This is an optimization exercise on Yosys and OpenROAD, whose aim is small area, not a production implementation. Only simulation tests tie the RTL to the original design; equivalence was not proved. No activity file was given, so power comes from the tool's default toggle rates.

== garnet ==
==> flow/design.v (excerpt) <==
module coproc_lane_alu #(
    parameter int WIDTH  = 144,
    parameter int LANE_W = 8,
    parameter int DEPTH  = 4
) (
    input  logic                     clk,
    input  logic                     rst,
    input  logic [WIDTH-1:0]         din,
    input  logic                     din_valid,
    output logic                     din_ready,
    input  logic [2:0]               mode,
    input  logic [$clog2(DEPTH)-1:0] tap,
    input  logic                     clear,
    output logic [WIDTH-1:0]         dout,
    output logic                     dout_valid,
    input  logic                     dout_ready,
    output logic [15:0]              count
);
For scale: roughly 890 flip-flops, ~320 I/O pins, about 39000 µm² of cells after synthesis.
==> flow/config.mk <==
export PLATFORM = sky130hd
export DESIGN_NAME = coproc_lane_alu
export DESIGN_NICKNAME = coproc_lane_alu
export VERILOG_FILES = /design/flow/design.v
export SDC_FILE = /design/flow/constraint.sdc
export NUM_CORES = 4
export LEC_CHECK = 0
export CAP_MARGIN = 20
export CORE_MARGIN = 2
export CORE_UTILIZATION = 55
export CTS_CLUSTER_DIAMETER = 80
export CTS_CLUSTER_SIZE = 30
export GPL_TIMING_DRIVEN = 0
export SETUP_SLACK_MARGIN = 0.15
export SLEW_MARGIN = 20
==> flow/constraint.sdc <==
create_clock -name core_clock -period 3.5 [get_ports {clk}]
set_input_delay 0.7000 -clock core_clock [delete_from_list [all_inputs] [get_ports {clk}]]
set_output_delay 0.7000 -clock core_clock [all_outputs]
set_load 0.01 [all_outputs]
standard.sh (not shown) runs the stock make flow with config.mk's settings and CLKGATE_MAP_FILE= SYNTH_SCRIPT=/design/flow/synth_recipe.tcl, a recipe that flattens the netlist after the stock synthesis.
==> flow/flow/run.sh <==
#!/bin/bash
set -euo pipefail
export BUFFER_PORTS_ARGS="-buffer_cell sky130_fd_sc_hd__buf_1"
export PRE_GLOBAL_PLACE_TCL="$(pwd)/flow/pre_gpl.tcl"
bash standard.sh > flow_make.log 2>&1
==> flow/flow/pre_gpl.tcl <==
# Drop synthesis's buffers; repair_design after placement buffers what needs it.
remove_buffers
Input changes introduced in cedar (baseline for comparison: garnet):
Settings: a deleted CTS_CLUSTER_DIAMETER that had been 80; a deleted GPL_TIMING_DRIVEN that had been 0; an added CTS_BUF_LIST of sky130_fd_sc_hd__clkbuf_4 sky130_fd_sc_hd__clkbuf_8; a change of SETUP_SLACK_MARGIN from 0.15 to 0.1; a deleted CTS_CLUSTER_SIZE that had been 30; a change of CORE_UTILIZATION from 55 to 40.
==> flow/flow/run.sh <==
#!/bin/bash
set -euo pipefail
export BUFFER_PORTS_ARGS="-buffer_cell sky130_fd_sc_hd__buf_1"
export RECOVER_POWER=100
bash standard.sh > flow_make.log 2>&1
removed: flow/flow/pre_gpl.tcl
Notes after the runs:
Finished, but not clean: cedar, with capacitance limit, slew limit. garnet ended with every stage complete and zero timing, DRC or antenna violations. garnet has lower power consumption than cedar. Looking only at area growth from synthesis to final layout, and setting everything else aside, the lower value of garnet and cedar goes to garnet. garnet has a lower total wire length after detailed routing than cedar. Diff garnet and cedar: well-tap cell count lower in garnet. [cedar] number of global-route vias before repair rose 643 relative to garnet. Measured against each other, garnet and cedar differ in register-to-register slack, the lower figure coming from cedar. Count of cell instances traversed by the critical path sits higher in cedar than in garnet.
Relative to cedar, the following input files were edited for willow:
Settings: a deleted CTS_BUF_LIST that had been sky130_fd_sc_hd__clkbuf_4 sky130_fd_sc_hd__clkbuf_8; an added CTS_CLUSTER_SIZE of 20; an added GPL_TIMING_DRIVEN of 0; an added CTS_CLUSTER_DIAMETER of 100; a change of CORE_UTILIZATION from 40 to 65.
==> flow/flow/run.sh <==
#!/bin/bash
set -euo pipefail
export BUFFER_PORTS_ARGS="-buffer_cell sky130_fd_sc_hd__buf_1"
export PRE_GLOBAL_PLACE_TCL="$(pwd)/flow/pre_gpl.tcl"
bash standard.sh > flow_make.log 2>&1
==> flow/flow/pre_gpl.tcl (new file) <==
# Drop synthesis's buffers; repair_design after placement buffers what needs it.
remove_buffers
[summary]
willow: PASS, flow complete, no timing, DRC or antenna violations
Against cedar, willow comes in about 8% lower on power per unit of standard cell area.
willow ends up with a power that is 16% lower than in cedar.
Between cedar and willow, logic depth of the worst register-to-register path decreased.
Summed area of non-filler cells in the final layout for willow is lower than for cedar.
Relative to cedar, global-route usage increased by 11 points in willow.
Input changes introduced in nickel (baseline for comparison: willow):
Settings: putting CTS_BUF_LIST at sky130_fd_sc_hd__clkbuf_8 where nothing was set; swapping 20 for 14 in CTS_CLUSTER_SIZE.
## What came out
Going from willow to nickel, clock network fraction of design power shows a reduction of 2.1 points; overall power consumption down 2.9%; area of the multi-input gates decreased by 0.55% relative to the old numbers.
#### Input delta (tundra over nickel)
Settings: a change of CTS_BUF_LIST from sky130_fd_sc_hd__clkbuf_8 to sky130_fd_sc_hd__clkbuf_4; a deleted GPL_TIMING_DRIVEN that had been 0; a change of CORE_UTILIZATION from 65 to 40; a deleted CTS_CLUSTER_DIAMETER that had been 100; a deleted CTS_CLUSTER_SIZE that had been 14.
==> flow/flow/run.sh <==
#!/bin/bash
set -euo pipefail
export BUFFER_PORTS_ARGS="-buffer_cell sky130_fd_sc_hd__buf_1"
bash standard.sh > flow_make.log 2>&1
removed: flow/flow/pre_gpl.tcl
==> summary.txt <==
tundra: no failed stages, no open violations at the end. Changes observed in tundra relative to nickel: portion of total power attributed to combinational logic higher, worst hold slack after final layout lower, final critical path time including I/O delays and setup lower.

Setup of run 1:
The RTL this note starts from:
==> flow/design.v <==
module coproc_lane_alu #(
    parameter int WIDTH  = 144,
    parameter int LANE_W = 8,
    parameter int DEPTH  = 4
) (
    input  logic                     clk,
    input  logic                     rst,
    input  logic [WIDTH-1:0]         din,
    input  logic                     din_valid,
    output logic                     din_ready,
    input  logic [2:0]               mode,
    input  logic [$clog2(DEPTH)-1:0] tap,
    input  logic                     clear,
    output logic [WIDTH-1:0]         dout,
    output logic                     dout_valid,
    input  logic                     dout_ready,
    output logic [15:0]              count
);
    localparam int LANES = WIDTH / LANE_W;
    logic [WIDTH-1:0] r_hist [0:DEPTH-1];
    logic [WIDTH-1:0] r_acc;
    logic [WIDTH-1:0] r_dout;
    logic [DEPTH-1:0] r_hv;           
    logic             r_av;           
    logic             r_dout_valid;
    logic [15:0]      r_count;
    logic             w_accept;
    logic             m_delay, m_add, m_sub, m_xor, m_acc;
    logic [WIDTH-1:0] w_a, w_b;
    logic [WIDTH-1:0] w_result;
    assign din_ready  = !r_dout_valid || dout_ready;
    assign w_accept   = din_valid && din_ready;
    assign dout       = r_dout;
    assign dout_valid = r_dout_valid;
    assign count      = r_count;
    assign m_delay = (mode == 3'd1);
    assign m_add   = (mode == 3'd2);
    assign m_sub   = (mode == 3'd3);
    assign m_xor   = (mode == 3'd4);
    assign m_acc   = (mode == 3'd5);
    logic s_din, s_h0, s_h0n, s_h1, s_h2, s_h3, s_acc;
    assign s_din = !m_delay;
    assign s_h0  = (m_add || m_xor || (m_delay && tap == 2'd0)) && !clear && r_hv[0];
    assign s_h0n = m_sub && !clear && r_hv[0];
    assign s_h1  = m_delay && tap == 2'd1 && !clear && r_hv[1];
    assign s_h2  = m_delay && tap == 2'd2 && !clear && r_hv[2];
    assign s_h3  = m_delay && tap == 2'd3 && !clear && r_hv[3];
    assign s_acc = m_acc && !clear && r_av;
    assign w_a = (din & {WIDTH{s_din}}) | (r_hist[1] & {WIDTH{s_h1}})
               | (r_hist[2] & {WIDTH{s_h2}}) | (r_hist[3] & {WIDTH{s_h3}});
    assign w_b = (r_hist[0] & {WIDTH{s_h0}}) | (~r_hist[0] & {WIDTH{s_h0n}}) | (r_acc & {WIDTH{s_acc}});
    always_comb begin
        for (int l = 0; l < LANES; l++) begin
            logic [7:0] g, t, c;
            logic [7:0] G1, T1, G2, T2;
            for (int i = 0; i < 8; i++) begin
                g[i] = w_a[l*8+i] & (w_b[l*8+i] & !m_xor);
                t[i] = w_a[l*8+i] | w_b[l*8+i];
            end
            g[0] = g[0] | (t[0] & s_h0n);
            G1 = g; T1 = t;
            for (int i = 1; i < 8; i += 2) begin
                G1[i] = g[i] | (t[i] & g[i-1]);
                T1[i] = t[i] & t[i-1];
            end
            G2 = G1; T2 = T1;
            for (int j = 0; j < 8; j += 4) begin
                for (int i = j + 2; i < j + 4; i++) begin
                    G2[i] = G1[i] | (T1[i] & G1[j+1]);
                    T2[i] = T1[i] & T1[j+1];
                end
            end
            for (int i = 0; i < 8; i++) begin
                c[i] = (i < 4) ? G2[i] : (G2[i] | (T2[i] & G2[3]));
            end
            w_result[l*8] = w_a[l*8] ^ (w_b[l*8] ^ s_h0n);
            for (int i = 1; i < 8; i++) begin
                w_result[l*8+i] = w_a[l*8+i] ^ (w_b[l*8+i] ^ c[i-1]);
            end
        end
    end
    always_ff @(posedge clk or negedge rst) begin
        if (!rst) begin
            r_dout_valid <= 1'b0;
        end else if (w_accept) begin
            r_dout_valid <= 1'b1;
        end else if (dout_ready) begin
            r_dout_valid <= 1'b0;
        end
    end
    always_ff @(posedge clk) begin
        if (w_accept) begin
            r_dout <= w_result;
        end
    end
    always_ff @(posedge clk) begin
        if (w_accept) begin
            for (int k = DEPTH - 1; k > 0; k--) begin
                r_hist[k] <= r_hist[k-1];
            end
            r_hist[0] <= din;
        end
    end
    always_ff @(posedge clk or negedge rst) begin
        if (!rst) begin
            r_hv <= '0;
        end else if (w_accept) begin
            r_hv <= {(clear ? {(DEPTH-1){1'b0}} : r_hv[DEPTH-2:0]), 1'b1};
        end else if (clear) begin
            r_hv <= '0;
        end
    end
    always_ff @(posedge clk) begin
        if (w_accept && m_acc) begin
            r_acc <= w_result;
        end
    end
    always_ff @(posedge clk or negedge rst) begin
        if (!rst) begin
            r_av <= 1'b0;
        end else if (w_accept && m_acc) begin
            r_av <= 1'b1;
        end else if (clear) begin
            r_av <= 1'b0;
        end
    end
    always_ff @(posedge clk or negedge rst) begin
        if (!rst) begin
            r_count <= '0;
        end else if (w_accept) begin
            r_count <= (clear ? 16'd0 : r_count) + 16'd1;
        end else if (clear) begin
            r_count <= '0;
        end
    end
endmodule
export LEC_CHECK = 0
export CAP_MARGIN = 20
export CORE_MARGIN = 2
export CORE_UTILIZATION = 55
export GPL_TIMING_DRIVEN = 0
export SETUP_SLACK_MARGIN = 0.1
export SLEW_MARGIN = 20
create_clock -name core_clock -period 3.5 [get_ports {clk}]
==> flow/flow/run.sh <==
#!/bin/bash
set -euo pipefail
export BUFFER_PORTS_ARGS="-buffer_cell sky130_fd_sc_hd__buf_1"
export PRE_GLOBAL_PLACE_TCL="$(pwd)/flow/pre_gpl.tcl"
bash standard.sh > flow_make.log 2>&1
==> flow/flow/pre_gpl.tcl <==
# Drop synthesis's buffers; repair_design after placement buffers what needs it.
remove_buffers
Run 1 completed; timing, DRC and antenna clean
Edits applied to the flow inputs when going from run 1 to run 2:
-- flow/flow/run.sh --
<<< run 1, line 4
export PRE_GLOBAL_PLACE_TCL="$(pwd)/flow/pre_gpl.tcl"
>>> run 2, line 4
export RECOVER_POWER=100
-- flow/config.mk --
<<< run 1, line 10
export CORE_UTILIZATION = 55
export GPL_TIMING_DRIVEN = 0
>>> run 2, line 10
export CORE_UTILIZATION = 40
removed: flow/flow/pre_gpl.tcl
--- outcome ---
Proportion of layout cells with a drive suffix above 1: run 2 vs run 1 up 6.0 points. Relative to run 1, the number of non-filler instances in the completed layout measured on run 2 has increased by more than 10%. Lower wire length after detailed routing was reported by run 1, not run 2. In run 2 the implementation ran to completion but is not tape-out ready, as the final checks report max-capacitance violations, max-slew violations. Delta (run 2 minus run 1): largest clock skew in the final design stayed essentially flat; post-route worst hold slack increased by 0.21 ns relative to the old numbers; critical path data required time increased by 0.04 ns relative to the old numbers. Going from run 1 to run 2, wire length of the first global-routing pass climbed about 3.6%, overall track demand over capacity in global routing went down 6.8 points, switching share of power has remained practically unchanged.
Changes in run 3 relative to run 2:
-- flow/flow/run.sh --
<<< run 2, line 4
export RECOVER_POWER=100
>>> run 3, line 4
-- flow/config.mk --
<<< run 2, line 10
export CORE_UTILIZATION = 40
>>> run 3, line 10
export CORE_UTILIZATION = 55
export GPL_TIMING_DRIVEN = 0
### Flow results
- Run 3 went all the way through the flow, and no timing, DRC or antenna check failed.
- Run 3: worst hold slack lower than run 2
- Looking at class of the tightest hold or removal check, the in -> async result is from run 3; the in -> reg one comes from run 2.
- Relative to run 2, the design area of run 3 is lower by about 4.5%.
- Run 2 → run 3: layout overhead on the synthesized area fell by 5.6 points; number of placement rows fell by 17; fraction of standard cell area that is sequential rose by 2.6 points; setup slack fell by 0.043 ns.
- Re register-to-register slack: run 3 and run 2 aren't equal, and the higher value belongs to run 2.
- Number of vias after detailed routing (run 3 vs. run 2) increases slightly

==> separate check: timing with driven ports <==
Ports are ideal in the flow. The routed layouts listed here were re-timed in OpenROAD. Step 1 assumes that a clkbuf_16 drives the clock port and a buf_2 every other input. Step 2 adds t to the input delays and takes it off the output delays; t is the mean of the earliest and latest rising clock arrival at the registers after step 1. Input paths then give back, and output paths get back, about the clock's delay inside the block. Three values: ideal, step 1, step 2; two values: the first two.
run | shift t [ns] | slack for setup (ns) | hold slack, ns | latest minus earliest clock arrival (ns) | worst slew at a driven data input, ns
garnet | 0.687 | 0.194 / 0.225 / -0.456 | 0.024 / -0.022 / 0.452 | 0.040 / 0.040 | 0.13
cedar | 0.887 | 0.164 / 0.164 / -0.539 | 0.078 / 0.034 / 0.427 | 0.047 / 0.047 | 0.19
willow | 0.698 | 0.162 / 0.170 / -0.502 | 0.018 / -0.030 / 0.449 | 0.032 / 0.032 | 0.14
nickel | 0.738 | 0.116 / 0.118 / -0.594 | 0.213 / 0.182 / 0.445 | 0.031 / 0.031 | 0.13
tundra | 1.146 | 0.229 / 0.250 / -0.868 | 0.194 / 0.149 / 0.397 | 0.096 / 0.096 | 0.12
run 1 | 0.718 | 0.144 / 0.189 / -0.530 | 0.011 / -0.028 / 0.430 | 0.030 / 0.029 | 0.13
run 2 | 0.736 | 0.170 / 0.216 / -0.520 | 0.223 / 0.202 / 0.436 | 0.030 / 0.029 | 0.19
run 3 | 0.714 | 0.127 / 0.152 / -0.551 | 0.049 / 0.007 / 0.445 | 0.028 / 0.029 | 0.13
For tundra, which loses most, drivers alone change the setup slack by +0.021 ns; drivers and shift together by -1.097 ns.
